What follows belongs to an exercise in optimizing a design on an open flow for small area; a production flow would make more cautious choices.
In this exercise RTL edits were held to simulation tests only and were not proved equivalent to the original.
The flow treats the clock pin as an ideal source, which a real chip does not have.
No activity file was given, so power comes from the tool's default toggle rates.

==> flow/design.v <==
package rf_pkg;
  localparam int RF_DEPTH  = 32;
  localparam int RF_ADDR_W = 5;
  typedef logic [RF_ADDR_W-1:0] rf_addr_t;
endpackage
module rf_aoi222 (
  input  logic a1,
  input  logic a2,
  input  logic b1,
  input  logic b2,
  input  logic c1,
  input  logic c2,
  output logic y
);
  assign y = ~((a1 & a2) | (b1 & b2) | (c1 & c2));
endmodule
module rf_and2 (
  input  logic a,
  input  logic b,
  output logic y
);
  assign y = a & b;
endmodule
module rf_and3 (
  input  logic a,
  input  logic b,
  input  logic c,
  output logic y
);
  assign y = a & b & c;
endmodule
import rf_pkg::*;
module register_file_2r1w #(
  parameter int N = 32
) (
  input  logic                 clk,
  input  logic                 reset,
  input  logic                 Reg_Write_i,
  input  logic [RF_ADDR_W-1:0] Write_Register_i,
  input  logic [RF_ADDR_W-1:0] Read_Register_1_i,
  input  logic [RF_ADDR_W-1:0] Read_Register_2_i,
  input  logic [N-1:0]         Write_Data_i,
  output logic [N-1:0]         Read_Data_1_o,
  output logic [N-1:0]         Read_Data_2_o,
  output logic [N-1:0]         Q1
);
  logic [RF_DEPTH-1:1]        wr_en;
  logic [RF_DEPTH-1:1]        valid_q;
  logic [RF_DEPTH-1:1][N-1:0] reg_q;
  logic [RF_DEPTH-1:1]        sel1;
  logic [RF_DEPTH-1:1]        sel2;
  logic [3:0] wa_hi, ra1_hi, ra2_hi;
  logic [7:0] wa_lo, ra1_lo, ra2_lo;
  for (genvar j = 0; j < 4; j++) begin : g_pre_hi
    assign wa_hi[j]  = Reg_Write_i && (Write_Register_i[4:3] == 2'(j));
    assign ra1_hi[j] = (Read_Register_1_i[4:3] == 2'(j));
    assign ra2_hi[j] = (Read_Register_2_i[4:3] == 2'(j));
  end
  for (genvar k = 0; k < 8; k++) begin : g_pre_lo
    assign wa_lo[k]  = (Write_Register_i[2:0] == 3'(k));
    assign ra1_lo[k] = (Read_Register_1_i[2:0] == 3'(k));
    assign ra2_lo[k] = (Read_Register_2_i[2:0] == 3'(k));
  end
  for (genvar i = 1; i < RF_DEPTH; i++) begin : g_dec
    rf_and2 u_we (.a(wa_hi[i/8]), .b(wa_lo[i%8]), .y(wr_en[i]));
    rf_and3 u_s1 (.a(valid_q[i]), .b(ra1_hi[i/8]), .c(ra1_lo[i%8]), .y(sel1[i]));
    rf_and3 u_s2 (.a(valid_q[i]), .b(ra2_hi[i/8]), .c(ra2_lo[i%8]), .y(sel2[i]));
  end
  always_ff @(posedge clk or negedge reset) begin
    if (!reset) valid_q <= '0;
    else        valid_q <= valid_q | wr_en;
  end
  always_ff @(posedge clk) begin
    for (int i = 1; i < RF_DEPTH; i++) begin
      if (wr_en[i]) reg_q[i] <= Write_Data_i;
    end
  end
  for (genvar b = 0; b < N; b++) begin : g_bit
    logic [10:0] t1;
    logic [10:0] t2;
    for (genvar k = 0; k < 10; k++) begin : g_aoi
      rf_aoi222 u_r1 (
        .a1(reg_q[3*k+1][b]), .a2(sel1[3*k+1]),
        .b1(reg_q[3*k+2][b]), .b2(sel1[3*k+2]),
        .c1(reg_q[3*k+3][b]), .c2(sel1[3*k+3]),
        .y (t1[k])
      );
      rf_aoi222 u_r2 (
        .a1(reg_q[3*k+1][b]), .a2(sel2[3*k+1]),
        .b1(reg_q[3*k+2][b]), .b2(sel2[3*k+2]),
        .c1(reg_q[3*k+3][b]), .c2(sel2[3*k+3]),
        .y (t2[k])
      );
    end
    assign t1[10] = ~(reg_q[31][b] & sel1[31]);
    assign t2[10] = ~(reg_q[31][b] & sel2[31]);
    assign Read_Data_1_o[b] = ~&t1;
    assign Read_Data_2_o[b] = ~&t2;
  end
  assign Q1 = reg_q[1] & {N{valid_q[1]}};
endmodule
export LEC_CHECK = 0
export CAP_MARGIN = 20
export CORE_MARGIN = 2
export CORE_UTILIZATION = 55
export GPL_TIMING_DRIVEN = 0
export SETUP_SLACK_MARGIN = 0.2
export SLEW_MARGIN = 20
export SYNTH_HIERARCHICAL = 1
create_clock -name core_clock -period 5.0 [get_ports {clk}]
standard.sh (not shown) runs the stock make flow with config.mk's settings and CLKGATE_MAP_FILE= SYNTH_SCRIPT=/design/flow/synth_recipe.tcl, a recipe that flattens the netlist after the stock synthesis.
==> flow/flow/run.sh <==
#!/bin/bash
# Layout flow: the standard synthesis unchanged, then the standard ORFS steps with these
# changes:
# - the port buffers use the smallest buffer cell;
# - before global placement, the AND gates that drive the select and write-enable rows get twice
#   the drive (flow/upsize.tcl), and the repairs may not use the largest data buffers
#   (flow/dont_use.tcl).
# Each step's output goes to its own log in this folder (ORFS also keeps per-stage logs under
# orfs/logs/).
set -euo pipefail
hook="$PWD/flow/dont_use.tcl"
bash standard.sh synth > synth.log 2>&1
bash standard.sh \
  "BUFFER_PORTS_ARGS=-buffer_cell sky130_fd_sc_hd__buf_1" \
  "CTS_ARGS=-sink_clustering_enable -repair_clock_nets -dont_use_dummy_load -buf_list sky130_fd_sc_hd__clkbuf_8 -sink_clustering_size 16 -sink_clustering_max_diameter 60" \
  "PRE_GLOBAL_PLACE_TCL=$PWD/flow/upsize.tcl" "PRE_RESIZE_TCL=$hook" "PRE_DETAIL_PLACE_TCL=$hook" \
  "PRE_CTS_TCL=$hook" "PRE_GLOBAL_ROUTE_TCL=$hook" \
  finish > layout.log 2>&1
==> flow/flow/dont_use.tcl <==
# Keep the resizer's repair buffers small: the high-fanout select and write-enable nets are
# driven well enough by buf_4/buf_6, and the larger buffers only add area.
set_dont_use {sky130_fd_sc_hd__buf_8 sky130_fd_sc_hd__buf_12 sky130_fd_sc_hd__buf_16
              sky130_fd_sc_hd__bufbuf_8 sky130_fd_sc_hd__bufbuf_16}
==> flow/flow/upsize.tcl <==
# Before global placement: remove the buffers synthesis inserted (the repairs after placement
# buffer what needs it, knowing the wire loads), then give each AND gate that drives a select or enable line (20 loads or
# more) its 2x drive strength, so the line needs no repair buffers.
remove_buffers
set db [ord::get_db]
foreach inst [[ord::get_db_block] getInsts] {
  set m [[$inst getMaster] getName]
  if {![regexp {^(sky130_fd_sc_hd__and[234]b?)_1$} $m -> base]} continue
  foreach it [$inst getITerms] {
    if {![$it isOutputSignal]} continue
    set net [$it getNet]
    if {$net eq "NULL"} continue
    if {[llength [$net getITerms]] - 1 >= 20} {
      set bigger [$db findMaster ${base}_2]
      if {$bigger ne "NULL"} { $inst swapMaster $bigger }
    }
  }
}
source [file join [file dirname [info script]] dont_use.tcl]
The first run went through all stages and came out clean.
Rerun with:
--- a/flow/config.mk
+++ b/flow/config.mk
@@ -8,5 +8,5 @@
 export CAP_MARGIN = 20
 export CORE_MARGIN = 2
-export CORE_UTILIZATION = 55
+export CORE_UTILIZATION = 60
 export GPL_TIMING_DRIVEN = 0
 export SETUP_SLACK_MARGIN = 0.2
After rerunning:
- utilization rose by 5.2 points
- worst setup slack degrades by 72 ps
- area after synthesis is unchanged
- power barely changes
- clock skew does not change
- combinational power hardly moves
- routed wire length is lower slightly
- hold slack gets better by 11 ps

[re-timing with driven ports]
Ports are ideal in the flow. The routed layouts listed here were re-timed in OpenROAD.
Step 1 (the two cells are an assumption about what drives the block):
set clk [get_ports {clk}]
set_driving_cell -lib_cell sky130_fd_sc_hd__clkbuf_16 $clk
set_driving_cell -lib_cell sky130_fd_sc_hd__buf_2 [delete_from_list [all_inputs] $clk]
Step 2 times the ports against the registers' clock, not the clock port: input delays grow and output delays shrink by t, the midpoint of the rising clock arrivals with the driver on.
Three values: no drivers, after step 1, after step 2; two values: the first two.
run | shift t [ns] | setup WS [ns] | hold WS [ns] | worst setup path at the end
the first run | 0.752 | 0.225 / 0.203 / 0.203 | 0.367 / 0.329 / 0.481 | input to output
the second run | 0.760 | 0.154 / 0.129 / 0.129 | 0.378 / 0.330 / 0.491 | input to output
After both steps setup and hold are still met in every run listed. The setup slack of the second run, which loses most, moves by -0.025 ns with the drivers and by -0.025 ns with both steps.
